Background: an optimization exercise with open tools, aiming at small area, a short achievable clock period and few clock cycles per item. Do not read the settings as production practice.
Function was checked by simulation only, so behaviour that the tests miss may differ from the original.

**design/flow/run.sh**
```bash
#!/bin/bash
# synth_recipe.tcl (not shown) runs the flow's synth.tcl, then flattens the netlist and writes it again
# the make line also repeats each setting of config.mk as NAME=value (left out here)
make -C /OpenROAD-flow-scripts/flow DESIGN_CONFIG=/design/flow/config.mk WORK_HOME=/design/flow/orfs CLKGATE_MAP_FILE= SYNTH_SCRIPT=/design/flow/synth_recipe.tcl finish
```
**design/flow/config.mk**
```make
export PLATFORM = sky130hd
export DESIGN_NAME = rgb_to_hsl_convert
export DESIGN_NICKNAME = rgb_to_hsl_convert
export VERILOG_FILES = /design/flow/design.v
export SDC_FILE = /design/flow/constraint.sdc
export NUM_CORES = 4
export LEC_CHECK = 0
export ABC_AREA = 1
export CAP_MARGIN = 20
export CORE_MARGIN = 2
export CORE_UTILIZATION = 40
export GPL_ROUTABILITY_DRIVEN = 0
export SETUP_SLACK_MARGIN = 4.2
export SLEW_MARGIN = 20
```
**design/flow/constraint.sdc**
```tcl
create_clock -name core_clock -period 8.0 [get_ports {i_clk}]
set_input_delay 1.6000 -clock core_clock [delete_from_list [all_inputs] [get_ports {i_clk}]]
set_output_delay 1.6000 -clock core_clock [all_outputs]
set_load 0.01 [all_outputs]
```
**design/flow/design.v**
```verilog
module rgb_to_hsl_convert (
    input  logic        i_clk,
    input  logic        i_rst_n,
    input  logic        i_valid,
    output logic        o_stall,
    input  logic [7:0]  i_red,
    input  logic [7:0]  i_green,
    input  logic [7:0]  i_blue,
    input  logic [7:0]  i_alpha,
    output logic        o_valid,
    input  logic        i_stall,
    output logic [12:0] o_hue,
    output logic [7:0]  o_saturation,
    output logic [7:0]  o_luminance,
    output logic [7:0]  o_alpha_out
);
    logic        en;
    logic [5:0]  vld;
    logic [12:0] n_hue;
    logic [7:0]  n_sat, n_lum, n_alpha;
    logic [7:0]  red, green, blue, alpha;
    assign red   = i_red;
    assign green = i_green;
    assign blue  = i_blue;
    assign alpha = i_alpha;
    assign en      = !(o_valid && i_stall);
    assign o_stall = !en;
    logic [7:0] dgrg__1;
    assign dgrg__1 = red & ~green;
    logic [7:0] dprg__2;
    assign dprg__2 = ~(red ^ green);
    logic [0:0] dc0rg__3;
    assign dc0rg__3 = dgrg__1[0];
    logic [0:0] dc1rg__4;
    assign dc1rg__4 = dgrg__1[0] | dprg__2[0];
    logic [0:0] dc0rg__5;
    assign dc0rg__5 = (dgrg__1[1] | (dprg__2[1] & dgrg__1[0]));
    logic [0:0] dc1rg__6;
    assign dc1rg__6 = (dgrg__1[1] | (dprg__2[1] & dgrg__1[0])) | (dprg__2[1] & dprg__2[0]);
    logic [0:0] dc0rg__7;
    assign dc0rg__7 = (dgrg__1[2] | (dprg__2[2] & (dgrg__1[1] | (dprg__2[1] & dgrg__1[0]))));
    logic [0:0] dc1rg__8;
    assign dc1rg__8 = (dgrg__1[2] | (dprg__2[2] & (dgrg__1[1] | (dprg__2[1] & dgrg__1[0])))) | (dprg__2[2] & (dprg__2[1] & dprg__2[0]));
    logic [0:0] dc0rg__9;
    assign dc0rg__9 = ((dgrg__1[3] | (dprg__2[3] & dgrg__1[2])) | ((dprg__2[3] & dprg__2[2]) & (dgrg__1[1] | (dprg__2[1] & dgrg__1[0]))));
    logic [0:0] dc1rg__10;
    assign dc1rg__10 = ((dgrg__1[3] | (dprg__2[3] & dgrg__1[2])) | ((dprg__2[3] & dprg__2[2]) & (dgrg__1[1] | (dprg__2[1] & dgrg__1[0])))) | ((dprg__2[3] & dprg__2[2]) & (dprg__2[1] & dprg__2[0]));
    logic [0:0] dc0rg__11;
    assign dc0rg__11 = (dgrg__1[4] | (dprg__2[4] & ((dgrg__1[3] | (dprg__2[3] & dgrg__1[2])) | ((dprg__2[3] & dprg__2[2]) & (dgrg__1[1] | (dprg__2[1] & dgrg__1[0]))))));
    logic [0:0] dc1rg__12;
    assign dc1rg__12 = (dgrg__1[4] | (dprg__2[4] & ((dgrg__1[3] | (dprg__2[3] & dgrg__1[2])) | ((dprg__2[3] & dprg__2[2]) & (dgrg__1[1] | (dprg__2[1] & dgrg__1[0])))))) | (dprg__2[4] & ((dprg__2[3] & dprg__2[2]) & (dprg__2[1] & dprg__2[0])));
    logic [0:0] dc0rg__13;
    assign dc0rg__13 = ((dgrg__1[5] | (dprg__2[5] & dgrg__1[4])) | ((dprg__2[5] & dprg__2[4]) & ((dgrg__1[3] | (dprg__2[3] & dgrg__1[2])) | ((dprg__2[3] & dprg__2[2]) & (dgrg__1[1] | (dprg__2[1] & dgrg__1[0]))))));
    logic [0:0] dc1rg__14;
    assign dc1rg__14 = ((dgrg__1[5] | (dprg__2[5] & dgrg__1[4])) | ((dprg__2[5] & dprg__2[4]) & ((dgrg__1[3] | (dprg__2[3] & dgrg__1[2])) | ((dprg__2[3] & dprg__2[2]) & (dgrg__1[1] | (dprg__2[1] & dgrg__1[0])))))) | ((dprg__2[5] & dprg__2[4]) & ((dprg__2[3] & dprg__2[2]) & (dprg__2[1] & dprg__2[0])));
    logic [0:0] dc0rg__15;
    assign dc0rg__15 = ((dgrg__1[6] | (dprg__2[6] & (dgrg__1[5] | (dprg__2[5] & dgrg__1[4])))) | ((dprg__2[6] & (dprg__2[5] & dprg__2[4])) & ((dgrg__1[3] | (dprg__2[3] & dgrg__1[2])) | ((dprg__2[3] & dprg__2[2]) & (dgrg__1[1] | (dprg__2[1] & dgrg__1[0]))))));
    logic [0:0] dc1rg__16;
    assign dc1rg__16 = ((dgrg__1[6] | (dprg__2[6] & (dgrg__1[5] | (dprg__2[5] & dgrg__1[4])))) | ((dprg__2[6] & (dprg__2[5] & dprg__2[4])) & ((dgrg__1[3] | (dprg__2[3] & dgrg__1[2])) | ((dprg__2[3] & dprg__2[2]) & (dgrg__1[1] | (dprg__2[1] & dgrg__1[0])))))) | ((dprg__2[6] & (dprg__2[5] & dprg__2[4])) & ((dprg__2[3] & dprg__2[2]) & (dprg__2[1] & dprg__2[0])));
    logic [0:0] dc0rg__17;
    assign dc0rg__17 = (((dgrg__1[7] | (dprg__2[7] & dgrg__1[6])) | ((dprg__2[7] & dprg__2[6]) & (dgrg__1[5] | (dprg__2[5] & dgrg__1[4])))) | (((dprg__2[7] & dprg__2[6]) & (dprg__2[5] & dprg__2[4])) & ((dgrg__1[3] | (dprg__2[3] & dgrg__1[2])) | ((dprg__2[3] & dprg__2[2]) & (dgrg__1[1] | (dprg__2[1] & dgrg__1[0]))))));
    logic [0:0] dc1rg__18;
    assign dc1rg__18 = (((dgrg__1[7] | (dprg__2[7] & dgrg__1[6])) | ((dprg__2[7] & dprg__2[6]) & (dgrg__1[5] | (dprg__2[5] & dgrg__1[4])))) | (((dprg__2[7] & dprg__2[6]) & (dprg__2[5] & dprg__2[4])) & ((dgrg__1[3] | (dprg__2[3] & dgrg__1[2])) | ((dprg__2[3] & dprg__2[2]) & (dgrg__1[1] | (dprg__2[1] & dgrg__1[0])))))) | (((dprg__2[7] & dprg__2[6]) & (dprg__2[5] & dprg__2[4])) & ((dprg__2[3] & dprg__2[2]) & (dprg__2[1] & dprg__2[0])));
    logic [8:0] xrg__19;
    assign xrg__19 = {!dc1rg__18, dprg__2 ^ {dc1rg__16, dc1rg__14, dc1rg__12, dc1rg__10, dc1rg__8, dc1rg__6, dc1rg__4, 1'b1}};
    logic [8:0] xgr__20;
    assign xgr__20 = {dc0rg__17, ~(dprg__2 ^ {dc0rg__15, dc0rg__13, dc0rg__11, dc0rg__9, dc0rg__7, dc0rg__5, dc0rg__3, 1'b0})};
    logic [7:0] dgrb__21;
    assign dgrb__21 = red & ~blue;
    logic [7:0] dprb__22;
    assign dprb__22 = ~(red ^ blue);
    logic [0:0] dc0rb__23;
    assign dc0rb__23 = dgrb__21[0];
    logic [0:0] dc1rb__24;
    assign dc1rb__24 = dgrb__21[0] | dprb__22[0];
    logic [0:0] dc0rb__25;
    assign dc0rb__25 = (dgrb__21[1] | (dprb__22[1] & dgrb__21[0]));
    logic [0:0] dc1rb__26;
    assign dc1rb__26 = (dgrb__21[1] | (dprb__22[1] & dgrb__21[0])) | (dprb__22[1] & dprb__22[0]);
    logic [0:0] dc0rb__27;
    assign dc0rb__27 = (dgrb__21[2] | (dprb__22[2] & (dgrb__21[1] | (dprb__22[1] & dgrb__21[0]))));
    logic [0:0] dc1rb__28;
    assign dc1rb__28 = (dgrb__21[2] | (dprb__22[2] & (dgrb__21[1] | (dprb__22[1] & dgrb__21[0])))) | (dprb__22[2] & (dprb__22[1] & dprb__22[0]));
    logic [0:0] dc0rb__29;
    assign dc0rb__29 = ((dgrb__21[3] | (dprb__22[3] & dgrb__21[2])) | ((dprb__22[3] & dprb__22[2]) & (dgrb__21[1] | (dprb__22[1] & dgrb__21[0]))));
    logic [0:0] dc1rb__30;
    assign dc1rb__30 = ((dgrb__21[3] | (dprb__22[3] & dgrb__21[2])) | ((dprb__22[3] & dprb__22[2]) & (dgrb__21[1] | (dprb__22[1] & dgrb__21[0])))) | ((dprb__22[3] & dprb__22[2]) & (dprb__22[1] & dprb__22[0]));
    logic [0:0] dc0rb__31;
    assign dc0rb__31 = (dgrb__21[4] | (dprb__22[4] & ((dgrb__21[3] | (dprb__22[3] & dgrb__21[2])) | ((dprb__22[3] & dprb__22[2]) & (dgrb__21[1] | (dprb__22[1] & dgrb__21[0]))))));
    logic [0:0] dc1rb__32;
    assign dc1rb__32 = (dgrb__21[4] | (dprb__22[4] & ((dgrb__21[3] | (dprb__22[3] & dgrb__21[2])) | ((dprb__22[3] & dprb__22[2]) & (dgrb__21[1] | (dprb__22[1] & dgrb__21[0])))))) | (dprb__22[4] & ((dprb__22[3] & dprb__22[2]) & (dprb__22[1] & dprb__22[0])));
    logic [0:0] dc0rb__33;
    assign dc0rb__33 = ((dgrb__21[5] | (dprb__22[5] & dgrb__21[4])) | ((dprb__22[5] & dprb__22[4]) & ((dgrb__21[3] | (dprb__22[3] & dgrb__21[2])) | ((dprb__22[3] & dprb__22[2]) & (dgrb__21[1] | (dprb__22[1] & dgrb__21[0]))))));
    logic [0:0] dc1rb__34;
    assign dc1rb__34 = ((dgrb__21[5] | (dprb__22[5] & dgrb__21[4])) | ((dprb__22[5] & dprb__22[4]) & ((dgrb__21[3] | (dprb__22[3] & dgrb__21[2])) | ((dprb__22[3] & dprb__22[2]) & (dgrb__21[1] | (dprb__22[1] & dgrb__21[0])))))) | ((dprb__22[5] & dprb__22[4]) & ((dprb__22[3] & dprb__22[2]) & (dprb__22[1] & dprb__22[0])));
    logic [0:0] dc0rb__35;
    assign dc0rb__35 = ((dgrb__21[6] | (dprb__22[6] & (dgrb__21[5] | (dprb__22[5] & dgrb__21[4])))) | ((dprb__22[6] & (dprb__22[5] & dprb__22[4])) & ((dgrb__21[3] | (dprb__22[3] & dgrb__21[2])) | ((dprb__22[3] & dprb__22[2]) & (dgrb__21[1] | (dprb__22[1] & dgrb__21[0]))))));
    logic [0:0] dc1rb__36;
    assign dc1rb__36 = ((dgrb__21[6] | (dprb__22[6] & (dgrb__21[5] | (dprb__22[5] & dgrb__21[4])))) | ((dprb__22[6] & (dprb__22[5] & dprb__22[4])) & ((dgrb__21[3] | (dprb__22[3] & dgrb__21[2])) | ((dprb__22[3] & dprb__22[2]) & (dgrb__21[1] | (dprb__22[1] & dgrb__21[0])))))) | ((dprb__22[6] & (dprb__22[5] & dprb__22[4])) & ((dprb__22[3] & dprb__22[2]) & (dprb__22[1] & dprb__22[0])));
    logic [0:0] dc0rb__37;
    assign dc0rb__37 = (((dgrb__21[7] | (dprb__22[7] & dgrb__21[6])) | ((dprb__22[7] & dprb__22[6]) & (dgrb__21[5] | (dprb__22[5] & dgrb__21[4])))) | (((dprb__22[7] & dprb__22[6]) & (dprb__22[5] & dprb__22[4])) & ((dgrb__21[3] | (dprb__22[3] & dgrb__21[2])) | ((dprb__22[3] & dprb__22[2]) & (dgrb__21[1] | (dprb__22[1] & dgrb__21[0]))))));
    logic [0:0] dc1rb__38;
    assign dc1rb__38 = (((dgrb__21[7] | (dprb__22[7] & dgrb__21[6])) | ((dprb__22[7] & dprb__22[6]) & (dgrb__21[5] | (dprb__22[5] & dgrb__21[4])))) | (((dprb__22[7] & dprb__22[6]) & (dprb__22[5] & dprb__22[4])) & ((dgrb__21[3] | (dprb__22[3] & dgrb__21[2])) | ((dprb__22[3] & dprb__22[2]) & (dgrb__21[1] | (dprb__22[1] & dgrb__21[0])))))) | (((dprb__22[7] & dprb__22[6]) & (dprb__22[5] & dprb__22[4])) & ((dprb__22[3] & dprb__22[2]) & (dprb__22[1] & dprb__22[0])));
    logic [8:0] xrb__39;
    assign xrb__39 = {!dc1rb__38, dprb__22 ^ {dc1rb__36, dc1rb__34, dc1rb__32, dc1rb__30, dc1rb__28, dc1rb__26, dc1rb__24, 1'b1}};
    logic [8:0] xbr__40;
    assign xbr__40 = {dc0rb__37, ~(dprb__22 ^ {dc0rb__35, dc0rb__33, dc0rb__31, dc0rb__29, dc0rb__27, dc0rb__25, dc0rb__23, 1'b0})};
    logic [7:0] dggb__41;
    assign dggb__41 = green & ~blue;
    logic [7:0] dpgb__42;
    assign dpgb__42 = ~(green ^ blue);
    logic [0:0] dc0gb__43;
    assign dc0gb__43 = dggb__41[0];
    logic [0:0] dc1gb__44;
    assign dc1gb__44 = dggb__41[0] | dpgb__42[0];
    logic [0:0] dc0gb__45;
    assign dc0gb__45 = (dggb__41[1] | (dpgb__42[1] & dggb__41[0]));
    logic [0:0] dc1gb__46;
    assign dc1gb__46 = (dggb__41[1] | (dpgb__42[1] & dggb__41[0])) | (dpgb__42[1] & dpgb__42[0]);
    logic [0:0] dc0gb__47;
    assign dc0gb__47 = (dggb__41[2] | (dpgb__42[2] & (dggb__41[1] | (dpgb__42[1] & dggb__41[0]))));
    logic [0:0] dc1gb__48;
    assign dc1gb__48 = (dggb__41[2] | (dpgb__42[2] & (dggb__41[1] | (dpgb__42[1] & dggb__41[0])))) | (dpgb__42[2] & (dpgb__42[1] & dpgb__42[0]));
    logic [0:0] dc0gb__49;
    assign dc0gb__49 = ((dggb__41[3] | (dpgb__42[3] & dggb__41[2])) | ((dpgb__42[3] & dpgb__42[2]) & (dggb__41[1] | (dpgb__42[1] & dggb__41[0]))));
    logic [0:0] dc1gb__50;
    assign dc1gb__50 = ((dggb__41[3] | (dpgb__42[3] & dggb__41[2])) | ((dpgb__42[3] & dpgb__42[2]) & (dggb__41[1] | (dpgb__42[1] & dggb__41[0])))) | ((dpgb__42[3] & dpgb__42[2]) & (dpgb__42[1] & dpgb__42[0]));
    logic [0:0] dc0gb__51;
    assign dc0gb__51 = (dggb__41[4] | (dpgb__42[4] & ((dggb__41[3] | (dpgb__42[3] & dggb__41[2])) | ((dpgb__42[3] & dpgb__42[2]) & (dggb__41[1] | (dpgb__42[1] & dggb__41[0]))))));
    logic [0:0] dc1gb__52;
    assign dc1gb__52 = (dggb__41[4] | (dpgb__42[4] & ((dggb__41[3] | (dpgb__42[3] & dggb__41[2])) | ((dpgb__42[3] & dpgb__42[2]) & (dggb__41[1] | (dpgb__42[1] & dggb__41[0])))))) | (dpgb__42[4] & ((dpgb__42[3] & dpgb__42[2]) & (dpgb__42[1] & dpgb__42[0])));
    logic [0:0] dc0gb__53;
    assign dc0gb__53 = ((dggb__41[5] | (dpgb__42[5] & dggb__41[4])) | ((dpgb__42[5] & dpgb__42[4]) & ((dggb__41[3] | (dpgb__42[3] & dggb__41[2])) | ((dpgb__42[3] & dpgb__42[2]) & (dggb__41[1] | (dpgb__42[1] & dggb__41[0]))))));
    logic [0:0] dc1gb__54;
    assign dc1gb__54 = ((dggb__41[5] | (dpgb__42[5] & dggb__41[4])) | ((dpgb__42[5] & dpgb__42[4]) & ((dggb__41[3] | (dpgb__42[3] & dggb__41[2])) | ((dpgb__42[3] & dpgb__42[2]) & (dggb__41[1] | (dpgb__42[1] & dggb__41[0])))))) | ((dpgb__42[5] & dpgb__42[4]) & ((dpgb__42[3] & dpgb__42[2]) & (dpgb__42[1] & dpgb__42[0])));
    logic [0:0] dc0gb__55;
    assign dc0gb__55 = ((dggb__41[6] | (dpgb__42[6] & (dggb__41[5] | (dpgb__42[5] & dggb__41[4])))) | ((dpgb__42[6] & (dpgb__42[5] & dpgb__42[4])) & ((dggb__41[3] | (dpgb__42[3] & dggb__41[2])) | ((dpgb__42[3] & dpgb__42[2]) & (dggb__41[1] | (dpgb__42[1] & dggb__41[0]))))));
    logic [0:0] dc1gb__56;
    assign dc1gb__56 = ((dggb__41[6] | (dpgb__42[6] & (dggb__41[5] | (dpgb__42[5] & dggb__41[4])))) | ((dpgb__42[6] & (dpgb__42[5] & dpgb__42[4])) & ((dggb__41[3] | (dpgb__42[3] & dggb__41[2])) | ((dpgb__42[3] & dpgb__42[2]) & (dggb__41[1] | (dpgb__42[1] & dggb__41[0])))))) | ((dpgb__42[6] & (dpgb__42[5] & dpgb__42[4])) & ((dpgb__42[3] & dpgb__42[2]) & (dpgb__42[1] & dpgb__42[0])));
    logic [0:0] dc0gb__57;
    assign dc0gb__57 = (((dggb__41[7] | (dpgb__42[7] & dggb__41[6])) | ((dpgb__42[7] & dpgb__42[6]) & (dggb__41[5] | (dpgb__42[5] & dggb__41[4])))) | (((dpgb__42[7] & dpgb__42[6]) & (dpgb__42[5] & dpgb__42[4])) & ((dggb__41[3] | (dpgb__42[3] & dggb__41[2])) | ((dpgb__42[3] & dpgb__42[2]) & (dggb__41[1] | (dpgb__42[1] & dggb__41[0]))))));
    logic [0:0] dc1gb__58;
    assign dc1gb__58 = (((dggb__41[7] | (dpgb__42[7] & dggb__41[6])) | ((dpgb__42[7] & dpgb__42[6]) & (dggb__41[5] | (dpgb__42[5] & dggb__41[4])))) | (((dpgb__42[7] & dpgb__42[6]) & (dpgb__42[5] & dpgb__42[4])) & ((dggb__41[3] | (dpgb__42[3] & dggb__41[2])) | ((dpgb__42[3] & dpgb__42[2]) & (dggb__41[1] | (dpgb__42[1] & dggb__41[0])))))) | (((dpgb__42[7] & dpgb__42[6]) & (dpgb__42[5] & dpgb__42[4])) & ((dpgb__42[3] & dpgb__42[2]) & (dpgb__42[1] & dpgb__42[0])));
    logic [8:0] xgb__59;
    assign xgb__59 = {!dc1gb__58, dpgb__42 ^ {dc1gb__56, dc1gb__54, dc1gb__52, dc1gb__50, dc1gb__48, dc1gb__46, dc1gb__44, 1'b1}};
    logic [8:0] xbg__60;
    assign xbg__60 = {dc0gb__57, ~(dpgb__42 ^ {dc0gb__55, dc0gb__53, dc0gb__51, dc0gb__49, dc0gb__47, dc0gb__45, dc0gb__43, 1'b0})};
    logic [0:0] ge_rg__61;
    assign ge_rg__61 = !xrg__19[8];
    logic [0:0] ge_rb__62;
    assign ge_rb__62 = !xrb__39[8];
    logic [0:0] ge_gb__63;
    assign ge_gb__63 = !xgb__59[8];
    logic [0:0] selr__64;
    assign selr__64 = ge_rg__61 & ge_rb__62;
    logic [0:0] selg__65;
    assign selg__65 = !selr__64 & ge_gb__63;
    logic [7:0] arg__66;
    assign arg__66 = 8'(ge_rg__61 ? xrg__19 : xgr__20);
    logic [7:0] agb__67;
    assign agb__67 = 8'(ge_gb__63 ? xgb__59 : xbg__60);
    logic [7:0] arb__68;
    assign arb__68 = 8'(ge_rb__62 ? xrb__39 : xbr__40);
    logic [7:0] d__69;
    assign d__69 = selr__64 ? (ge_gb__63 ? arb__68 : arg__66) : (selg__65 ? (ge_rb__62 ? agb__67 : arg__66) : (ge_rg__61 ? agb__67 : arb__68));
    logic [7:0] f__70;
    assign f__70 = selr__64 ? (ge_gb__63 ? agb__67 : arb__68) : (selg__65 ? (ge_rb__62 ? arg__66 : arb__68) : (ge_rg__61 ? arg__66 : agb__67));
    logic [7:0] mn__71;
    assign mn__71 = ge_rg__61 ? (ge_gb__63 ? blue : green) : (ge_rb__62 ? blue : red);
    logic [2:0] k__72;
    assign k__72 = selr__64 ? (!ge_gb__63 ? 3'd5 : 3'd0) : (selg__65 ? (ge_rb__62 ? 3'd1 : 3'd2) : (!ge_rg__61 ? 3'd3 : 3'd4));
    logic [7:0] mn__73;
    assign mn__73 = mn__71;
    logic [7:0] alpha__r1;
    logic [7:0] d__r1;
    logic [7:0] f__r1;
    logic [2:0] k__r1;
    logic [7:0] mn__r1;
    logic [8:0] sum__74;
    assign sum__74 = {1'b0, d__r1} + {mn__r1, 1'b0};
    logic [7:0] den__75;
    assign den__75 = sum__74[8] ? 8'(8'd254 - sum__74[7:0]) : sum__74[7:0];
    logic [0:0] shi__76;
    assign shi__76 = sum__74[8];
    logic [11:0] mh__77;
    assign mh__77 = ({4'b0, f__r1} << 4) - {4'b0, f__r1} + {11'b0, d__r1[7]};
    logic [7:0] hr__78;
    assign hr__78 = mh__77[11:4];
    logic [3:0] hm__79;
    assign hm__79 = mh__77[3:0];
    logic [9:0] d3__80;
    assign d3__80 = {2'b0, d__r1} + {1'b0, d__r1, 1'b0};
    logic [9:0] h4t__81;
    assign h4t__81 = {hr__78, hm__79[3], hm__79[2]};
    logic [10:0] h4s1__82;
    assign h4s1__82 = {1'b0, h4t__81} - {3'b0, d__r1};
    logic [10:0] h4s2__83;
    assign h4s2__83 = {1'b0, h4t__81} - {2'b0, d__r1, 1'b0};
    logic [10:0] h4s3__84;
    assign h4s3__84 = {1'b0, h4t__81} - {1'b0, d3__80};
    logic [7:0] hr__85;
    assign hr__85 = !h4s3__84[10] ? h4s3__84[7:0] : (!h4s2__83[10] ? h4s2__83[7:0] : (!h4s1__82[10] ? h4s1__82[7:0] : h4t__81[7:0]));
    logic [1:0] hq__86;
    assign hq__86 = !h4s3__84[10] ? 2'd3 : (!h4s2__83[10] ? 2'd2 : (!h4s1__82[10] ? 2'd1 : 2'd0));
    logic [1:0] hm__87;
    assign hm__87 = hm__79[1:0];
    logic [8:0] nsl__88;
    assign nsl__88 = {2'b0, den__75[7:1]} - {1'b0, d__r1};
    logic [7:0] dm1__89;
    assign dm1__89 = d__r1 - 8'd1;
    logic [7:0] sr__90;
    assign sr__90 = nsl__88[8] ? dm1__89 : d__r1;
    logic [7:0] sl__91;
    assign sl__91 = nsl__88[7:0];
    logic [7:0] alpha__r2;
    logic [7:0] d__r2;
    logic [2:0] k__r2;
    logic [7:0] den__r2;
    logic [0:0] shi__r2;
    logic [7:0] hr__r2;
    logic [1:0] hq__r2;
    logic [1:0] hm__r2;
    logic [7:0] sr__r2;
    logic [7:0] sl__r2;
    logic [8:0] ht__92;
    assign ht__92 = {hr__r2, hm__r2[1]};
    logic [9:0] hs__93;
    assign hs__93 = {1'b0, ht__92} - {2'b0, d__r2};
    logic [7:0] hr__94;
    assign hr__94 = hs__93[9] ? ht__92[7:0] : hs__93[7:0];
    logic [2:0] hq__95;
    assign hq__95 = {hq__r2, !hs__93[9]};
    logic [0:0] hm__96;
    assign hm__96 = hm__r2[0:0];
    logic [8:0] st__97;
    assign st__97 = {sr__r2, sl__r2[7]};
    logic [9:0] ss__98;
    assign ss__98 = {1'b0, st__97} - {2'b0, den__r2};
    logic [7:0] sr__99;
    assign sr__99 = ss__98[9] ? st__97[7:0] : ss__98[7:0];
    logic [0:0] sq__100;
    assign sq__100 = !ss__98[9];
    logic [6:0] sl__101;
    assign sl__101 = sl__r2[6:0];
    logic [8:0] ht__102;
    assign ht__102 = {hr__94, hm__96[0]};
    logic [9:0] hs__103;
    assign hs__103 = {1'b0, ht__102} - {2'b0, d__r2};
    logic [7:0] hr__104;
    assign hr__104 = hs__103[9] ? ht__102[7:0] : hs__103[7:0];
    logic [3:0] hq__105;
    assign hq__105 = {hq__95, !hs__103[9]};
    logic [8:0] st__106;
    assign st__106 = {sr__99, sl__101[6]};
    logic [9:0] ss__107;
    assign ss__107 = {1'b0, st__106} - {2'b0, den__r2};
    logic [7:0] sr__108;
    assign sr__108 = ss__107[9] ? st__106[7:0] : ss__107[7:0];
    logic [1:0] sq__109;
    assign sq__109 = {sq__100, !ss__107[9]};
    logic [5:0] sl__110;
    assign sl__110 = sl__101[5:0];
    logic [7:0] alpha__r3;
    logic [7:0] d__r3;
    logic [2:0] k__r3;
    logic [7:0] den__r3;
    logic [0:0] shi__r3;
    logic [7:0] hr__r3;
    logic [3:0] hq__r3;
    logic [7:0] sr__r3;
    logic [1:0] sq__r3;
    logic [5:0] sl__r3;
    logic [8:0] ht__111;
    assign ht__111 = {hr__r3, d__r3[6]};
    logic [9:0] hs__112;
    assign hs__112 = {1'b0, ht__111} - {2'b0, d__r3};
    logic [7:0] hr__113;
    assign hr__113 = hs__112[9] ? ht__111[7:0] : hs__112[7:0];
    logic [4:0] hq__114;
    assign hq__114 = {hq__r3, !hs__112[9]};
    logic [8:0] st__115;
    assign st__115 = {sr__r3, sl__r3[5]};
    logic [9:0] ss__116;
    assign ss__116 = {1'b0, st__115} - {2'b0, den__r3};
    logic [7:0] sr__117;
    assign sr__117 = ss__116[9] ? st__115[7:0] : ss__116[7:0];
    logic [2:0] sq__118;
    assign sq__118 = {sq__r3, !ss__116[9]};
    logic [4:0] sl__119;
    assign sl__119 = sl__r3[4:0];
    logic [8:0] ht__120;
    assign ht__120 = {hr__113, d__r3[5]};
    logic [9:0] hs__121;
    assign hs__121 = {1'b0, ht__120} - {2'b0, d__r3};
    logic [7:0] hr__122;
    assign hr__122 = hs__121[9] ? ht__120[7:0] : hs__121[7:0];
    logic [5:0] hq__123;
    assign hq__123 = {hq__114, !hs__121[9]};
    logic [8:0] st__124;
    assign st__124 = {sr__117, sl__119[4]};
    logic [9:0] ss__125;
    assign ss__125 = {1'b0, st__124} - {2'b0, den__r3};
    logic [7:0] sr__126;
    assign sr__126 = ss__125[9] ? st__124[7:0] : ss__125[7:0];
    logic [3:0] sq__127;
    assign sq__127 = {sq__118, !ss__125[9]};
    logic [3:0] sl__128;
    assign sl__128 = sl__119[3:0];
    logic [7:0] alpha__r4;
    logic [7:0] d__r4;
    logic [2:0] k__r4;
    logic [7:0] den__r4;
    logic [0:0] shi__r4;
    logic [7:0] hr__r4;
    logic [5:0] hq__r4;
    logic [7:0] sr__r4;
    logic [3:0] sq__r4;
    logic [3:0] sl__r4;
    logic [8:0] ht__129;
    assign ht__129 = {hr__r4, d__r4[4]};
    logic [9:0] hs__130;
    assign hs__130 = {1'b0, ht__129} - {2'b0, d__r4};
    logic [7:0] hr__131;
    assign hr__131 = hs__130[9] ? ht__129[7:0] : hs__130[7:0];
    logic [6:0] hq__132;
    assign hq__132 = {hq__r4, !hs__130[9]};
    logic [8:0] st__133;
    assign st__133 = {sr__r4, sl__r4[3]};
    logic [9:0] ss__134;
    assign ss__134 = {1'b0, st__133} - {2'b0, den__r4};
    logic [7:0] sr__135;
    assign sr__135 = ss__134[9] ? st__133[7:0] : ss__134[7:0];
    logic [4:0] sq__136;
    assign sq__136 = {sq__r4, !ss__134[9]};
    logic [2:0] sl__137;
    assign sl__137 = sl__r4[2:0];
    logic [8:0] ht__138;
    assign ht__138 = {hr__131, d__r4[3]};
    logic [9:0] hs__139;
    assign hs__139 = {1'b0, ht__138} - {2'b0, d__r4};
    logic [7:0] hr__140;
    assign hr__140 = hs__139[9] ? ht__138[7:0] : hs__139[7:0];
    logic [7:0] hq__141;
    assign hq__141 = {hq__132, !hs__139[9]};
    logic [8:0] st__142;
    assign st__142 = {sr__135, sl__137[2]};
    logic [9:0] ss__143;
    assign ss__143 = {1'b0, st__142} - {2'b0, den__r4};
    logic [7:0] sr__144;
    assign sr__144 = ss__143[9] ? st__142[7:0] : ss__143[7:0];
    logic [5:0] sq__145;
    assign sq__145 = {sq__136, !ss__143[9]};
    logic [1:0] sl__146;
    assign sl__146 = sl__137[1:0];
    logic [7:0] alpha__r5;
    logic [7:0] d__r5;
    logic [2:0] k__r5;
    logic [7:0] den__r5;
    logic [0:0] shi__r5;
    logic [7:0] hr__r5;
    logic [7:0] hq__r5;
    logic [7:0] sr__r5;
    logic [5:0] sq__r5;
    logic [1:0] sl__r5;
    logic [8:0] ht__147;
    assign ht__147 = {hr__r5, d__r5[2]};
    logic [9:0] hs__148;
    assign hs__148 = {1'b0, ht__147} - {2'b0, d__r5};
    logic [7:0] hr__149;
    assign hr__149 = hs__148[9] ? ht__147[7:0] : hs__148[7:0];
    logic [8:0] hq__150;
    assign hq__150 = {hq__r5, !hs__148[9]};
    logic [8:0] st__151;
    assign st__151 = {sr__r5, sl__r5[1]};
    logic [9:0] ss__152;
    assign ss__152 = {1'b0, st__151} - {2'b0, den__r5};
    logic [7:0] sr__153;
    assign sr__153 = ss__152[9] ? st__151[7:0] : ss__152[7:0];
    logic [6:0] sq__154;
    assign sq__154 = {sq__r5, !ss__152[9]};
    logic [0:0] sl__155;
    assign sl__155 = sl__r5[0:0];
    logic [8:0] ht__156;
    assign ht__156 = {hr__149, d__r5[1]};
    logic [9:0] hs__157;
    assign hs__157 = {1'b0, ht__156} - {2'b0, d__r5};
    logic [7:0] hr__158;
    assign hr__158 = ht__156[7:0];
    logic [9:0] hq__159;
    assign hq__159 = {hq__150, !hs__157[9]};
    logic [8:0] st__160;
    assign st__160 = {sr__153, sl__155[0]};
    logic [9:0] ss__161;
    assign ss__161 = {1'b0, st__160} - {2'b0, den__r5};
    logic [7:0] sr__162;
    assign sr__162 = ss__161[9] ? st__160[7:0] : ss__161[7:0];
    logic [7:0] sq__163;
    assign sq__163 = {sq__154, !ss__161[9]};
    logic [0:0] grey__164;
    assign grey__164 = d__r5 == 8'd0;
    logic [6:0] k15__165;
    assign k15__165 = (k__r5 == 3'd0) ? 7'd0 : (k__r5 == 3'd1) ? 7'd15 : (k__r5 == 3'd2) ? 7'd30 : (k__r5 == 3'd3) ? 7'd45 : (k__r5 == 3'd4) ? 7'd60 : 7'd75;
    logic [6:0] hhi__166;
    assign hhi__166 = k15__165 + 7'(hq__159[9:6]);
    logic [12:0] hue__167;
    assign hue__167 = {hhi__166, hq__159[5:0]};
    assign n_hue = grey__164 ? 13'd0 : hue__167;
    assign n_sat = grey__164 ? 8'd0 : sq__163;
    assign n_lum = shi__r5 ? ~(8'(den__r5[7:1]) + 8'(den__r5[0])) : 8'(den__r5[7:1]);
    assign n_alpha = alpha__r5;
    always_ff @(posedge i_clk) begin
        if (!i_rst_n) begin
            vld <= '0;
        end else if (en) begin
            vld <= {vld[4:0], i_valid};
        end
    end
    always_ff @(posedge i_clk) begin
        if (en) begin
            alpha__r1 <= alpha;
            d__r1 <= d__69;
            f__r1 <= f__70;
            k__r1 <= k__72;
            mn__r1 <= mn__73;
            alpha__r2 <= alpha__r1;
            d__r2 <= d__r1;
            k__r2 <= k__r1;
            den__r2 <= den__75;
            shi__r2 <= shi__76;
            hr__r2 <= hr__85;
            hq__r2 <= hq__86;
            hm__r2 <= hm__87;
            sr__r2 <= sr__90;
            sl__r2 <= sl__91;
            alpha__r3 <= alpha__r2;
            d__r3 <= d__r2;
            k__r3 <= k__r2;
            den__r3 <= den__r2;
            shi__r3 <= shi__r2;
            hr__r3 <= hr__104;
            hq__r3 <= hq__105;
            sr__r3 <= sr__108;
            sq__r3 <= sq__109;
            sl__r3 <= sl__110;
            alpha__r4 <= alpha__r3;
            d__r4 <= d__r3;
            k__r4 <= k__r3;
            den__r4 <= den__r3;
            shi__r4 <= shi__r3;
            hr__r4 <= hr__122;
            hq__r4 <= hq__123;
            sr__r4 <= sr__126;
            sq__r4 <= sq__127;
            sl__r4 <= sl__128;
            alpha__r5 <= alpha__r4;
            d__r5 <= d__r4;
            k__r5 <= k__r4;
            den__r5 <= den__r4;
            shi__r5 <= shi__r4;
            hr__r5 <= hr__140;
            hq__r5 <= hq__141;
            sr__r5 <= sr__144;
            sq__r5 <= sq__145;
            sl__r5 <= sl__146;
            o_hue        <= n_hue;
            o_saturation <= n_sat;
            o_luminance  <= n_lum;
            o_alpha_out  <= n_alpha;
        end
    end
    assign o_valid = vld[5];
endmodule
```
==> flow_metrics.env, run 1 <==
export IMPL_port_buffers=74
export IMPL_synth_top_area_share_pct=42.1
export IMPL_startpoint="i_stall"
export IMPL_min_from="alpha__r5[2]$_DFFE_PN_"
export IMPL_gr_usage_all_layers_pct=16.8
export IMPL_final_period_utilization_pct=47.0
export IMPL_avgSynthCellArea_um2=8.97
export IMPL_max_freq_mhz=266
export IMPL_slowest_delay_ns=0.28
export IMPL_die_x_um=235
export IMPL_fin_crit_ns=3.76
export IMPL_finalNetCount=2826
export IMPL_tightest_slew_ns=0.967
export IMPL_setup_ws_ns=4.24
export IMPL_worstPathCellList="buf_8, nand2_8, clkinvlp_4, dlygate4sd2_1"
export IMPL_maxSlewHeadroom_pct=35.6
export IMPL_vias=16514
export IMPL_clkSinkCount=304
export IMPL_timing_rr_start="f__r1[5]$_DFFE_PN_"
export IMPL_grt_max_degree=81
export IMPL_cts_root_buf="clkbuf_16"
export IMPL_hold_path_depth=0
export IMPL_htreeDepth=2
export IMPL_maxCapViolCount=0
export IMPL_ys_warn_count=1
export IMPL_syn_nets=2655
export IMPL_avgRoutedWirePerCell_um=14.5
export IMPL_cts_buffer_depth=3
export IMPL_dieArea_um2=55000
export IMPL_via_per_inst=5.07
export IMPL_critical_path_class="input port to output port"
export IMPL_synth_cell_types=52
export IMPL_drive_gt1_share_pct=13.2
export IMPL_synth_most_common_cell="nand2_1"
export IMPL_dp_hpwl_um=33700
export IMPL_drv_slew=0
export IMPL_setup_violations=0
export IMPL_drt_iter0_drc=1060
export IMPL_hold_violations=0
export IMPL_diodes=0
export IMPL_end_kind="output port"
export IMPL_hold_class="flip-flop to flip-flop"
export IMPL_cp_max_fo=4
export IMPL_cts_inserted_buffers=35
export IMPL_cp_data_arrival_time_ns=2.16
export IMPL_synthTopCellsByArea="edfxtp_1, ha_1, nand2_1, inv_1, a21oi_1"
export IMPL_ys_flop_type="edfxtp_1"
export IMPL_grt_pass1_wl_um=75500
export IMPL_cts_tree="done"
export IMPL_final_util_pct=48.1
export IMPL_clk_pin_slew_ns=0.06
export IMPL_antenna_found_initial=0
export IMPL_grt_pass1_vias=16056
export IMPL_rows=84
export IMPL_synthArstFlopShare_pct=0
export IMPL_status="complete, no violations"
export IMPL_syn_inst=2370
export IMPL_finalSetupTns_ns=0
export IMPL_synth_edff_count=298
export IMPL_hold_worst_slack_ns=0.401
export IMPL_syn_cell_area_um2=21300
export IMPL_syn2layout_area_growth_pct=18.8
export IMPL_crit_slowest_cell="dlygate4sd2_1"
export IMPL_dr_pass1_iters=7
export IMPL_fillers=4873
export IMPL_start_util_pct=40.4
export IMPL_hold_buffers=0
export IMPL_worst_ep_required_time_ns=6.40
export IMPL_fp_coreArea_um2=52600
export IMPL_synth_area_leader_cell="edfxtp_1"
export IMPL_cp_start_kind="input port"
export IMPL_overflow=0
export IMPL_synth_commonest_cells="nand2_1, inv_1, edfxtp_1, ha_1, a21oi_1"
export IMPL_ant_nets=0
export IMPL_io_pin_count=75
export IMPL_seq_area_frac_synth_pct=42.7
export IMPL_die_h_um=235
export IMPL_wl_um=47300
export IMPL_clk_latency_ns=0.53
export IMPL_rr_worst_depth=18
export IMPL_rsz0062_at_grt="true"
export IMPL_place_ws_ns=2.88
export IMPL_drc=0
export IMPL_worst_clock_skew_ns=0.0266
export IMPL_largest_register="o_hue"
export IMPL_largest_register_ffs=13
export IMPL_ys_ff_latch=304
==> final timing paths <==
path,end,slack [ns]
worst max register to register,hr__r2[6]$_DFFE_PN_,4.36
worst max-delay path,o_stall,4.24
worst min register to register,o_alpha_out[2]$_DFFE_PN_,0.40
worst min-delay path,o_alpha_out[2]$_DFFE_PN_,0.40
==> what timing repair did <==
action,CTS,global route
endpoints found under the hold margin,0,0
buffers inserted,32,37
gates resized for setup,50,126
endpoints found under the setup margin,135,92
gates cloned,7,9
pin swaps,10,30
==> area by class of cell <==
type / instances / area (um2) / share of cell area, %
clock buffer: 39 / 912 / 3.61
clock inverter: 23 / 287 / 1.13
inverter: 359 / 1390 / 5.50
multi-input combinational: 1689 / 11400 / 45.0
sequential: 304 / 9070 / 35.9
tap: 688 / 861 / 3.41
timing repair buffer: 146 / 1330 / 5.28
timing repair inverter: 6 / 40.0 / 0.159
==> cell families after synthesis <==
kind of cell	synth area share [%]
AO/OA/AOI/OAI	10.3
XOR/XNOR	4.90
adder cells (fa/ha/maj)	15.9
buffers and inverters	7.32
flip-flops	42.7
multiplexers	0.106
AND/OR/NAND/NOR	18.8
==> through the flow <==
| step | cells | area, um2 |
|---|---|---|
| 3_3_place_gp | 3107 | 22700 |
| 6_report | 3254 | 25300 |
| 2_1_floorplan | 2370 | 21300 |
| 3_5_place_dp | 3107 | 22700 |
| 5_1_grt | 3254 | 25300 |
| 4_1_cts | 3208 | 24400 |
==> cells in the final DEF (no fill, tap or decap), drive strengths merged, types with 63 or more instances in the layout <==
cell type  instances
xor2              63
buf               73
inv              352
nor2             131
edfxtp           298
nand2            579
nand3            170
ha               214
o21ai            110
a21oi            195
==> worst max-delay path, delay by kind of cell <==
family                 cells  cell delay [ns]
AND/OR/NAND/NOR            1             0.06
buffers and inverters      3             0.49
==> metal layers <==
metal	vias to the layer above	global-route usage (%)	part of all wire [%]
met5	-	0	0
met4	0	6.11	3.4
met3	107	1.87	4.4
met2	394	30.8	50
met1	7642	20.3	42
li1	8371	-	-
Testbench counts, summed over its fixed seeds: cycles 32,048, pixels 32,000.
==> inputs of run 2 (changes only) <==
--- a/design/flow/config.mk
+++ b/design/flow/config.mk
@@ -11,4 +11,3 @@
 export CORE_UTILIZATION = 40
-export GPL_ROUTABILITY_DRIVEN = 0
-export SETUP_SLACK_MARGIN = 4.2
+export SETUP_SLACK_MARGIN = 4.0
 export SLEW_MARGIN = 20
==> flow_metrics.env, run 2 <==
export IMPL_status="complete, no violations"
export IMPL_finalNetCount=2773
export IMPL_fillers=5027
export IMPL_vias=16068
export IMPL_grt_max_degree=87
export IMPL_synthArstFlopShare_pct=0
export IMPL_maxCapViolCount=0
export IMPL_cts_root_buf="clkbuf_16"
export IMPL_drt_iter0_drc=857
export IMPL_rsz0062_at_grt="true"
export IMPL_port_buffers=74
export IMPL_largest_register="o_hue"
export IMPL_dp_hpwl_um=34600
export IMPL_antenna_found_initial=0
export IMPL_synth_area_leader_cell="edfxtp_1"
export IMPL_max_freq_mhz=259
export IMPL_hold_violations=0
export IMPL_synthTopCellsByArea="edfxtp_1, ha_1, nand2_1, inv_1, a21oi_1"
export IMPL_seq_area_frac_synth_pct=42.7
export IMPL_final_cell_mix="nand2_1, inv_1, edfxtp_1"
export IMPL_grt_pass1_wl_um=75600
export IMPL_start_util_pct=40.4
export IMPL_syn_cell_area_um2=21300
export IMPL_synthSimpleGateAreaFrac_pct=18.8
export IMPL_hold_class="flip-flop to flip-flop"
export IMPL_io_pin_count=75
export IMPL_finalInstanceArea_um2=24300
export IMPL_final_common_cell="nand2_1"
export IMPL_slowest_delay_ns=0.49
export IMPL_place_area_um2=22700
export IMPL_cts_tree="done"
export IMPL_synth_most_common_cell="nand2_1"
export IMPL_crit_slowest_cell="clkdlybuf4s50_1"
export IMPL_htreeDepth=2
export IMPL_worst_ep_required_time_ns=8.28
export IMPL_clk_latency_ns=0.53
export IMPL_avgSynthCellArea_um2=8.97
export IMPL_seqCellArea_um2=9070
export IMPL_dr_pass1_iters=5
export IMPL_drc=0
export IMPL_hold_path_depth=0
export IMPL_cp_max_fo=5
export IMPL_cts_inserted_buffers=34
export IMPL_finalSetupTns_ns=0
export IMPL_die_x_um=235
export IMPL_ys_flop_type="edfxtp_1"
export IMPL_synthMuxAreaShare_pct=0.106
export IMPL_worst_clock_skew_ns=0.0203
export IMPL_cts_buffer_depth=3
export IMPL_drv_slew=0
export IMPL_ant_nets=0
export IMPL_syn2layout_area_growth_pct=14.1
export IMPL_die_h_um=235
export IMPL_via_per_inst=5.02
export IMPL_hold_buffers=0
export IMPL_multi_input_area_um2=10900
export IMPL_avgRoutedWirePerCell_um=14.6
export IMPL_fin_crit_ns=3.86
export IMPL_synthAdderAreaFrac_pct=15.9
export IMPL_synth_commonest_cells="nand2_1, inv_1, edfxtp_1, ha_1, a21oi_1"
export IMPL_path_common_cell="nand2_1"
export IMPL_synth_compound_area_share_pct=10.3
export IMPL_drive_gt1_share_pct=8.52
export IMPL_synth_edff_count=298
export IMPL_largest_register_ffs=13
export IMPL_syn_nets=2655
export IMPL_tightest_slew_ns=1.01
export IMPL_diodes=0
export IMPL_clkSinkCount=304
export IMPL_clk_pin_slew_ns=0.06
export IMPL_syn_inst=2370
export IMPL_fp_coreArea_um2=52600
export IMPL_cp_data_arrival_time_ns=4.14
export IMPL_final_period_utilization_pct=48.3
export IMPL_place_congestion=0.895
export IMPL_overflow=0
export IMPL_gr_usage_all_layers_pct=17.0
export IMPL_maxSlewHeadroom_pct=32.4
export IMPL_synth_xor_area_share_pct=4.90
export IMPL_ys_warn_count=1
export IMPL_synth_cell_types=52
export IMPL_dieArea_um2=55000
export IMPL_synth_top_family_by_area="simple AND/OR/NAND/NOR gates"
export IMPL_wl_um=46600
export IMPL_end_kind="flip-flop"
export IMPL_worstPathCellList="clkdlybuf4s50_1, inv_1, ha_1, a21oi_2, nand2_4, fa_2, nand2_1, inv_1, o211ai_1, buf_4, nand2_1, nand2_1, nand2_1, nand2_1, nand3_1, nand2_1, inv_1"
export IMPL_final_util_pct=46.2
export IMPL_setup_violations=0
export IMPL_ys_ff_latch=304
export IMPL_rows=84
export IMPL_cp_start_kind="input port"
export IMPL_rr_worst_depth=18
export IMPL_critical_path_class="input port to flip-flop"
export IMPL_synth_top_area_share_pct=42.1
export IMPL_grt_pass1_vias=15913
run 2: cell counts after synthesis:
No cell type changed its count.
run 2: routing by layer:
layer  share of wire [%]  vias up  routed length, um  global-route usage, %
met5                   0        -                  0                      0
met4                 3.0        0               1380                   5.88
met3                 3.9       95               1820                   2.37
met2                  50      316              23400                   31.5
met1                  43     7418              20100                   19.9
li1                    -     8239                  -                      -
run 2: timing repair:
action | in CTS | in global routing
cloned | 7 | 0
hold endpoints to repair | 0 | 0
setup buffers | 19 | 7
pin swaps | 5 | 7
gates resized for setup | 24 | 49
setup endpoints to repair | 111 | 77
run 2: cell families after synthesis:
family | Yosys count
simple gates | 930
buf+inv | 387
compound gates | 380
flops | 304
fa+ha+maj | 249
xor+xnor | 118
mux | 2
run 2: path summary, 6_finish.rpt:
| check | slack [ns] | to | startpoint |
|---|---|---|---|
| setup / recovery | 4.14 | f__r1[5]$_DFFE_PN_ | i_green[3] |
| hold / removal | 0.40 | sl__r3[5]$_DFFE_PN_ | sl__r2[5]$_DFFE_PN_ |
| setup reg to reg | 4.20 | hr__r2[6]$_DFFE_PN_ | f__r1[6]$_DFFE_PN_ |
| hold reg to reg | 0.40 | sl__r3[5]$_DFFE_PN_ | sl__r2[5]$_DFFE_PN_ |
run 2: layout make-up:
| class | count | share of cell area, % |
|---|---|---|
| Multi-Input combinational cell | 1686 | 45.1 |
| Sequential cell | 304 | 37.4 |
| Inverter | 359 | 5.62 |
| Timing Repair Buffer | 103 | 4.02 |
| Tap cell | 688 | 3.55 |
| Clock buffer | 36 | 3.54 |
| Clock inverter | 24 | 0.779 |
run 2: stage by stage:
stage / worst slack (ns) / instances / hold WS, ns
after floorplan: 3.25 / 2370 / 0.400
after global placement: 2.87 / 3107 / 0.400
after detailed placement: 2.87 / 3107 / 0.405
after CTS: 3.95 / 3193 / 0.400
after global routing: 3.91 / 3200 / 0.410
final: 4.14 / 3200 / 0.402
run 2: worst max-delay path: cells and delay by family:
family | cells | cell delay, ns
adder cells (fa/ha/maj) | 2 | 0.78
AO/OA/AOI/OAI | 2 | 0.41
buffers and inverters | 5 | 0.78
AND/OR/NAND/NOR | 8 | 0.55
==> inputs of run 3 (changes only) <==
--- a/design/flow/config.mk
+++ b/design/flow/config.mk
@@ -11,3 +11,4 @@
 export CORE_UTILIZATION = 40
-export SETUP_SLACK_MARGIN = 4.0
+export PLACE_DENSITY = 0.5
+export SETUP_SLACK_MARGIN = 4.2
 export SLEW_MARGIN = 20
==> flow_metrics.env, run 3 <==
export IMPL_status="complete, no violations"
export IMPL_setup_ws_ns=4.22
export IMPL_synthTopCellsByArea="edfxtp_1, ha_1, nand2_1, inv_1, a21oi_1"
export IMPL_syn_cell_area_um2=21300
export IMPL_die_h_um=235
export IMPL_die_x_um=235
export IMPL_drc=0
export IMPL_ys_warn_count=1
export IMPL_maxSlewHeadroom_pct=35.6
export IMPL_rows=84
export IMPL_cts_buffer_depth=3
export IMPL_fillers=4970
export IMPL_hold_violations=0
export IMPL_end_kind="output port"
export IMPL_syn2layout_area_growth_pct=19.3
export IMPL_vias=16426
export IMPL_cts_inserted_buffers=36
export IMPL_avgRoutedWirePerCell_um=15.6
export IMPL_dieArea_um2=55000
export IMPL_cp_max_fo=4
export IMPL_final_cell_count_no_fill=3260
export IMPL_seqCellArea_um2=9070
export IMPL_clk_pin_slew_ns=0.06
export IMPL_drive_gt1_share_pct=13.0
export IMPL_largest_register_ffs=13
export IMPL_synthArstFlopShare_pct=0
export IMPL_start_util_pct=40.4
export IMPL_dp_cells=3108
export IMPL_overflow=0
export IMPL_gr_usage_all_layers_pct=18.8
export IMPL_synth_commonest_cells="nand2_1, inv_1, edfxtp_1, ha_1, a21oi_1"
export IMPL_largest_register="o_hue"
export IMPL_port_buffers=74
export IMPL_antenna_found_initial=0
export IMPL_place_ws_ns=2.69
export IMPL_grt_pass1_vias=16230
export IMPL_cts_tree="done"
export IMPL_crit_end="o_stall"
export IMPL_synth_most_common_cell="nand2_1"
export IMPL_clk_latency_ns=0.54
export IMPL_rsz0062_at_grt="true"
export IMPL_reg2reg_slack_ns=4.40
export IMPL_hold_worst_slack_ns=0.415
export IMPL_ys_flop_type="edfxtp_1"
export IMPL_cp_start_kind="input port"
export IMPL_timing_rr_start="d__r1[5]$_DFFE_PN_"
export IMPL_syn_inst=2370
export IMPL_critical_path_class="input port to output port"
export IMPL_avgSynthCellArea_um2=8.97
export IMPL_max_freq_mhz=265
export IMPL_drt_iter0_drc=758
export IMPL_fp_coreArea_um2=52600
export IMPL_ys_ff_latch=304
export IMPL_maxCapViolCount=0
export IMPL_rr_worst_depth=20
export IMPL_hold_class="flip-flop to flip-flop"
export IMPL_seq_area_frac_synth_pct=42.7
export IMPL_tightest_slew_ns=0.966
export IMPL_worst_clock_skew_ns=0.0124
export IMPL_setup_violations=0
export IMPL_drv_slew=0
export IMPL_finalSetupTns_ns=0
export IMPL_dr_pass1_iters=5
export IMPL_cp_data_arrival_time_ns=2.18
export IMPL_synth_area_leader_cell="edfxtp_1"
export IMPL_reg2reg_to="sr__r2[5]$_DFFE_PN_"
export IMPL_ant_nets=0
export IMPL_io_pin_count=75
export IMPL_multi_input_area_um2=11400
export IMPL_fin_crit_ns=3.78
export IMPL_startpoint="i_stall"
export IMPL_final_common_cell="nand2_1"
export IMPL_synth_edff_count=298
export IMPL_worst_ep_required_time_ns=6.40
export IMPL_dp_hpwl_um=36200
export IMPL_via_per_inst=5.04
export IMPL_grt_max_degree=80
export IMPL_final_period_utilization_pct=47.2
export IMPL_place_congestion=0.872
export IMPL_diodes=0
export IMPL_final_cell_mix="nand2_1, inv_1, edfxtp_1"
export IMPL_wl_um=51000
export IMPL_clkSinkCount=304
export IMPL_syn_nets=2655
export IMPL_hold_buffers=0
export IMPL_cts_root_buf="clkbuf_16"
export IMPL_grt_pass1_wl_um=81900
export IMPL_synth_top_area_share_pct=42.1
export IMPL_finalNetCount=2832
export IMPL_htreeDepth=2
export IMPL_synth_cell_types=52
-- run 3: cell counts after synthesis --
No cell type changed its count.
-- run 3: layout make-up --
class / count / share of cell area (%)
Multi-Input combinational cell: 1690 / 44.9
Sequential cell: 304 / 35.8
Timing Repair Buffer: 151 / 5.52
Inverter: 359 / 5.51
Clock buffer: 41 / 3.71
Tap cell: 688 / 3.39
Clock inverter: 22 / 1.06
Timing Repair inverter: 5 / 0.138
-- run 3: kinds of logic after synthesis --
family,count (synthesis),share of synthesized area [%]
and+or+nand+nor,930,18.8
xor gates and xnor gates,118,4.90
adders and majority gates,249,15.9
buffers and inverters,387,7.32
muxes,2,0.106
DFF,304,42.7
AOI/OAI and AO/OA,380,10.3
-- run 3: timing repair --
item / 4_1_cts / 5_1_grt
pin swaps: 8 / 38
setup buffers: 23 / 50
gates cloned: 9 / 7
endpoints found under the setup margin: 205 / 93
resized for setup: 63 / 112
-- run 3: worst min-delay path by stage --
stage                             endpoint  cells past startpoint  slack, ns                    from
CTS                     k__r3[2]$_DFFE_PN_                      0       0.41      k__r2[2]$_DFFE_PN_
finish                 hq__r5[5]$_DFFE_PN_                      0       0.42     hq__r4[3]$_DFFE_PN_
global route             shi__r3$_DFFE_PN_                      0       0.42       shi__r2$_DFFE_PN_
global placement    alpha__r4[0]$_DFFE_PN_                      0       0.40  alpha__r3[0]$_DFFE_PN_
floorplan           alpha__r2[0]$_DFFE_PN_                      0       0.40  alpha__r1[0]$_DFFE_PN_
detailed placement  alpha__r3[1]$_DFFE_PN_                      0       0.40  alpha__r2[1]$_DFFE_PN_
-- run 3: routing by layer --
layer	vias to the layer above	track usage (%)	part of all wire (%)
li1	8382	-	-
met1	7637	22.3	42
met2	289	34.0	50
met3	118	2.64	3.4
met4	0	7.74	4.4
met5	-	0	0
-- run 3: stage by stage --
step / area (um2) / util [%]
floorplan: 21300 / -
global placement: 22700 / 43.2
detailed placement: 22700 / 43.2
CTS: 24400 / 46.5
global route: 25400 / 48.3
finish: 25400 / 48.3
-- run 3: critical path, stage by stage --
cell and delay, ns:
buf_8 0.14, nand2_8 0.07, clkinvlp_4 0.09, dlygate4sd2_1 0.28
==> inputs of run 4 (changes only) <==
--- a/design/flow/config.mk
+++ b/design/flow/config.mk
@@ -7,3 +7,3 @@
 export LEC_CHECK = 0
-export ABC_AREA = 1
+export ABC_AREA = 0
 export CAP_MARGIN = 20
@@ -11,3 +11,2 @@
 export CORE_UTILIZATION = 40
-export PLACE_DENSITY = 0.5
 export SETUP_SLACK_MARGIN = 4.2
==> flow_metrics.env, run 4 <==
export IMPL_cts_tree="done"
export IMPL_synth_area_leader_cell="edfxtp_1"
export IMPL_fillers=4251
export IMPL_cp_max_fo=5
export IMPL_final_cell_count_no_fill=2902
export IMPL_clk_pin_slew_ns=0.06
export IMPL_tightest_slew_ns=1.00
export IMPL_maxCapViolCount=0
export IMPL_dr_pass1_iters=5
export IMPL_gr_usage_all_layers_pct=18.2
export IMPL_hold_worst_slack_ns=0.417
export IMPL_io_pin_count=75
export IMPL_use_met2_pct=33.6
export IMPL_ys_flop_type="edfxtp_1"
export IMPL_ys_ff_latch=304
export IMPL_clkSinkCount=304
export IMPL_die_h_um=230
export IMPL_antenna_found_initial=0
export IMPL_cp_data_arrival_time_ns=4.57
export IMPL_final_cell_mix="edfxtp_1, inv_1, buf_4"
export IMPL_port_buffers=74
export IMPL_grt_max_degree=81
export IMPL_cts_buffer_depth=3
export IMPL_seqCellArea_um2=9070
export IMPL_syn_cell_area_um2=20500
export IMPL_htreeDepth=2
export IMPL_clk_latency_ns=0.54
export IMPL_largest_register_ffs=13
export IMPL_rr_worst_depth=20
export IMPL_wl_um=50300
export IMPL_grt_use_met1_pct=20.9
export IMPL_synth_most_common_cell="edfxtp_1"
export IMPL_maxSlewHeadroom_pct=33.3
export IMPL_busiest_layer="met2"
export IMPL_timing_rr_start="d__r2[1]$_DFFE_PN_"
export IMPL_multi_input_area_um2=12500
export IMPL_avgSynthCellArea_um2=10.8
export IMPL_max_freq_mhz=233
export IMPL_drc=0
export IMPL_vias=15198
export IMPL_hold_buffers=0
export IMPL_overflow=0
export IMPL_dp_cells=2621
export IMPL_drive_gt1_share_pct=30.0
export IMPL_seq_area_frac_synth_pct=44.2
export IMPL_syn_nets=2176
export IMPL_hold_class="flip-flop to flip-flop"
export IMPL_via_per_inst=5.24
export IMPL_reg2reg_to="hr__r3[3]$_DFFE_PN_"
export IMPL_largest_register="o_hue"
export IMPL_critical_path_class="flip-flop to flip-flop"
export IMPL_status="complete, no violations"
export IMPL_worst_clock_skew_ns=0.0129
export IMPL_grt_use_met3_pct=2.74
export IMPL_synth_cell_types=79
export IMPL_ant_nets=0
export IMPL_dp_hpwl_um=33500
export IMPL_rsz0062_at_grt="true"
export IMPL_diodes=0
export IMPL_cp_start_kind="flip-flop"
export IMPL_grt_pass1_vias=15380
export IMPL_cts_inserted_buffers=36
export IMPL_synth_edff_count=298
export IMPL_drv_slew=0
export IMPL_die_x_um=230
export IMPL_final_util_pct=53.9
export IMPL_synthArstFlopShare_pct=0
export IMPL_worst_ep_required_time_ns=8.28
export IMPL_cts_root_buf="clkbuf_16"
export IMPL_finalNetCount=2488
export IMPL_synth_top_area_share_pct=43.6
export IMPL_fp_coreArea_um2=50400
export IMPL_min_from="alpha__r5[4]$_DFFE_PN_"
export IMPL_rows=82
export IMPL_synth_commonest_cells="edfxtp_1, ha_1, inv_1, nor2_1, nand2_1"
export IMPL_synthTopCellsByArea="edfxtp_1, ha_1, mux2_2, xnor2_1, inv_1"
export IMPL_syn2layout_area_growth_pct=32.4
export IMPL_hold_path_depth=0
export IMPL_hold_violations=0
export IMPL_drt_iter0_drc=712
export IMPL_avgRoutedWirePerCell_um=17.3
export IMPL_setup_violations=0
export IMPL_syn_inst=1891
export IMPL_startpoint="d__r2[1]$_DFFE_PN_"
export IMPL_reg2reg_slack_ns=3.71
export IMPL_ys_warn_count=1
export IMPL_place_congestion=0.827
export IMPL_final_common_cell="edfxtp_1"
export IMPL_fin_crit_ns=4.29
export IMPL_finalSetupTns_ns=0
export IMPL_start_util_pct=40.7
export IMPL_dieArea_um2=53100
export IMPL_crit_end="hr__r3[3]$_DFFE_PN_"
export IMPL_final_period_utilization_pct=53.6
export IMPL_grt_pass1_wl_um=78100
export IMPL_end_kind="flip-flop"
-- run 4: cell count changes after synthesis, sizes merged, moves of 25 or more --
cell / delta
a21boi: +25
a21oi: -85
clkbuf: +25
inv: -142
mux2: +76
mux2i: +30
nand2: -452
nand3: -141
nand4: -28
nor2b: +35
xnor2: +44
xor2: -32
-- run 4: cells by family (layout without fill, tap and decap cells) --
logic type	count (synthesis)	after routing	synth area share, %
AOI/OAI and AO/OA	447	450	14.3
and+or+nand+nor	411	416	9.25
DFF	304	304	44.2
adders and majority gates	249	249	16.5
buffers and inverters	242	573	4.45
xor gates and xnor gates	130	130	5.55
muxes	108	108	5.75
-- run 4: cell type report --
| type | count | area share, % |
|---|---|---|
| multi-input combinational | 1353 | 46.2 |
| sequential | 304 | 33.4 |
| timing repair buffer | 297 | 9.92 |
| clock buffer | 42 | 3.55 |
| tap | 672 | 3.10 |
| inverter | 211 | 3.06 |
| clock inverter | 23 | 0.756 |
-- run 4: through the flow --
| stage | cell area, um2 | worst slack, ns |
|---|---|---|
| floorplan | 20900 | 3.24 |
| global placement | 22400 | 2.60 |
| detailed placement | 22400 | 2.46 |
| CTS | 25400 | 3.64 |
| global route | 27200 | 3.49 |
| finish | 27200 | 3.71 |
-- run 4: critical path, stage by stage, from the launching register on --
cell and delay [ns]:
edfxtp_1 0.42, inv_2 0.11, ha_4 0.20, nor2b_4 0.13, o21ai_4 0.15, a21boi_2 0.08
o31a_2 0.31, o211ai_1 0.27, nand3_4 0.18, mux2i_4 0.24, ha_4 0.23, nor2b_4 0.12
o21a_1 0.19, o21ai_2 0.18, a21oi_2 0.09, o21ai_2 0.15, a21boi_2 0.10, a311oi_4 0.29
buf_4 0.17, buf_12 0.11, mux2_4 0.29
-- run 4: what timing repair did --
item | 4_1_cts | 5_1_grt
endpoints found under the setup margin | 185 | 99
cloned | 8 | 6
buffers inserted | 112 | 90
resized for setup | 202 | 234
pin swaps | 72 | 113
-- run 4: layer usage --
layer / vias up / part of all wire (%) / wire length, um
li1: 7491 / - / -
met1: 7328 / 41 / 20400
met2: 266 / 52 / 26300
met3: 113 / 3.2 / 1590
met4: 0 / 4.0 / 1990
met5: - / 0 / 0
-- run 4: worst min path at each step --
stage / end / slack (ns)
2_1_floorplan: alpha__r2[0]$_DFFE_PN_ / 0.40
3_3_place_gp: alpha__r4[0]$_DFFE_PN_ / 0.40
3_5_place_dp: alpha__r4[2]$_DFFE_PN_ / 0.40
4_1_cts: alpha__r4[1]$_DFFE_PN_ / 0.42
5_1_grt: alpha__r4[0]$_DFFE_PN_ / 0.42
6_report: o_alpha_out[4]$_DFFE_PN_ / 0.42

port drivers added, routing unchanged:
No port has a modelled driver above. Below, the same layouts with a new extraction and two added sets of constraints.
Step 1, drivers: a clkbuf_16 drives i_clk and a buf_2 each remaining input, both assumed.
Step 2 also shifts input and output timing later by t, the mid clock arrival at the registers, as if the neighbouring blocks saw the same clock.
a / b / c = ideal ports / drivers / drivers and shift; a / b = the first two.
| run | shift t [ns] | setup WS [ns] | worst hold slack (ns) | worst setup path at the end | slew at the worst register clock pin (ns) |
|---|---|---|---|---|---|
| run 1 | 0.573 | 4.238 / 4.200 / 3.752 | 0.401 / 0.401 / 0.401 | input to register | 0.06 / 0.06 |
| run 2 | 0.577 | 4.140 / 4.167 / 3.590 | 0.402 / 0.402 / 0.402 | input to register | 0.06 / 0.06 |
| run 3 | 0.592 | 4.224 / 4.179 / 3.701 | 0.415 / 0.415 / 0.415 | input to register | 0.06 / 0.06 |
| run 4 | 0.594 | 3.714 / 3.714 / 3.687 | 0.417 / 0.417 / 0.417 | input to register | 0.06 / 0.06 |
After both steps every run listed still meets setup and hold. The setup slack of run 2, which loses most, moves by +0.027 ns with the drivers and by -0.550 ns with both steps.
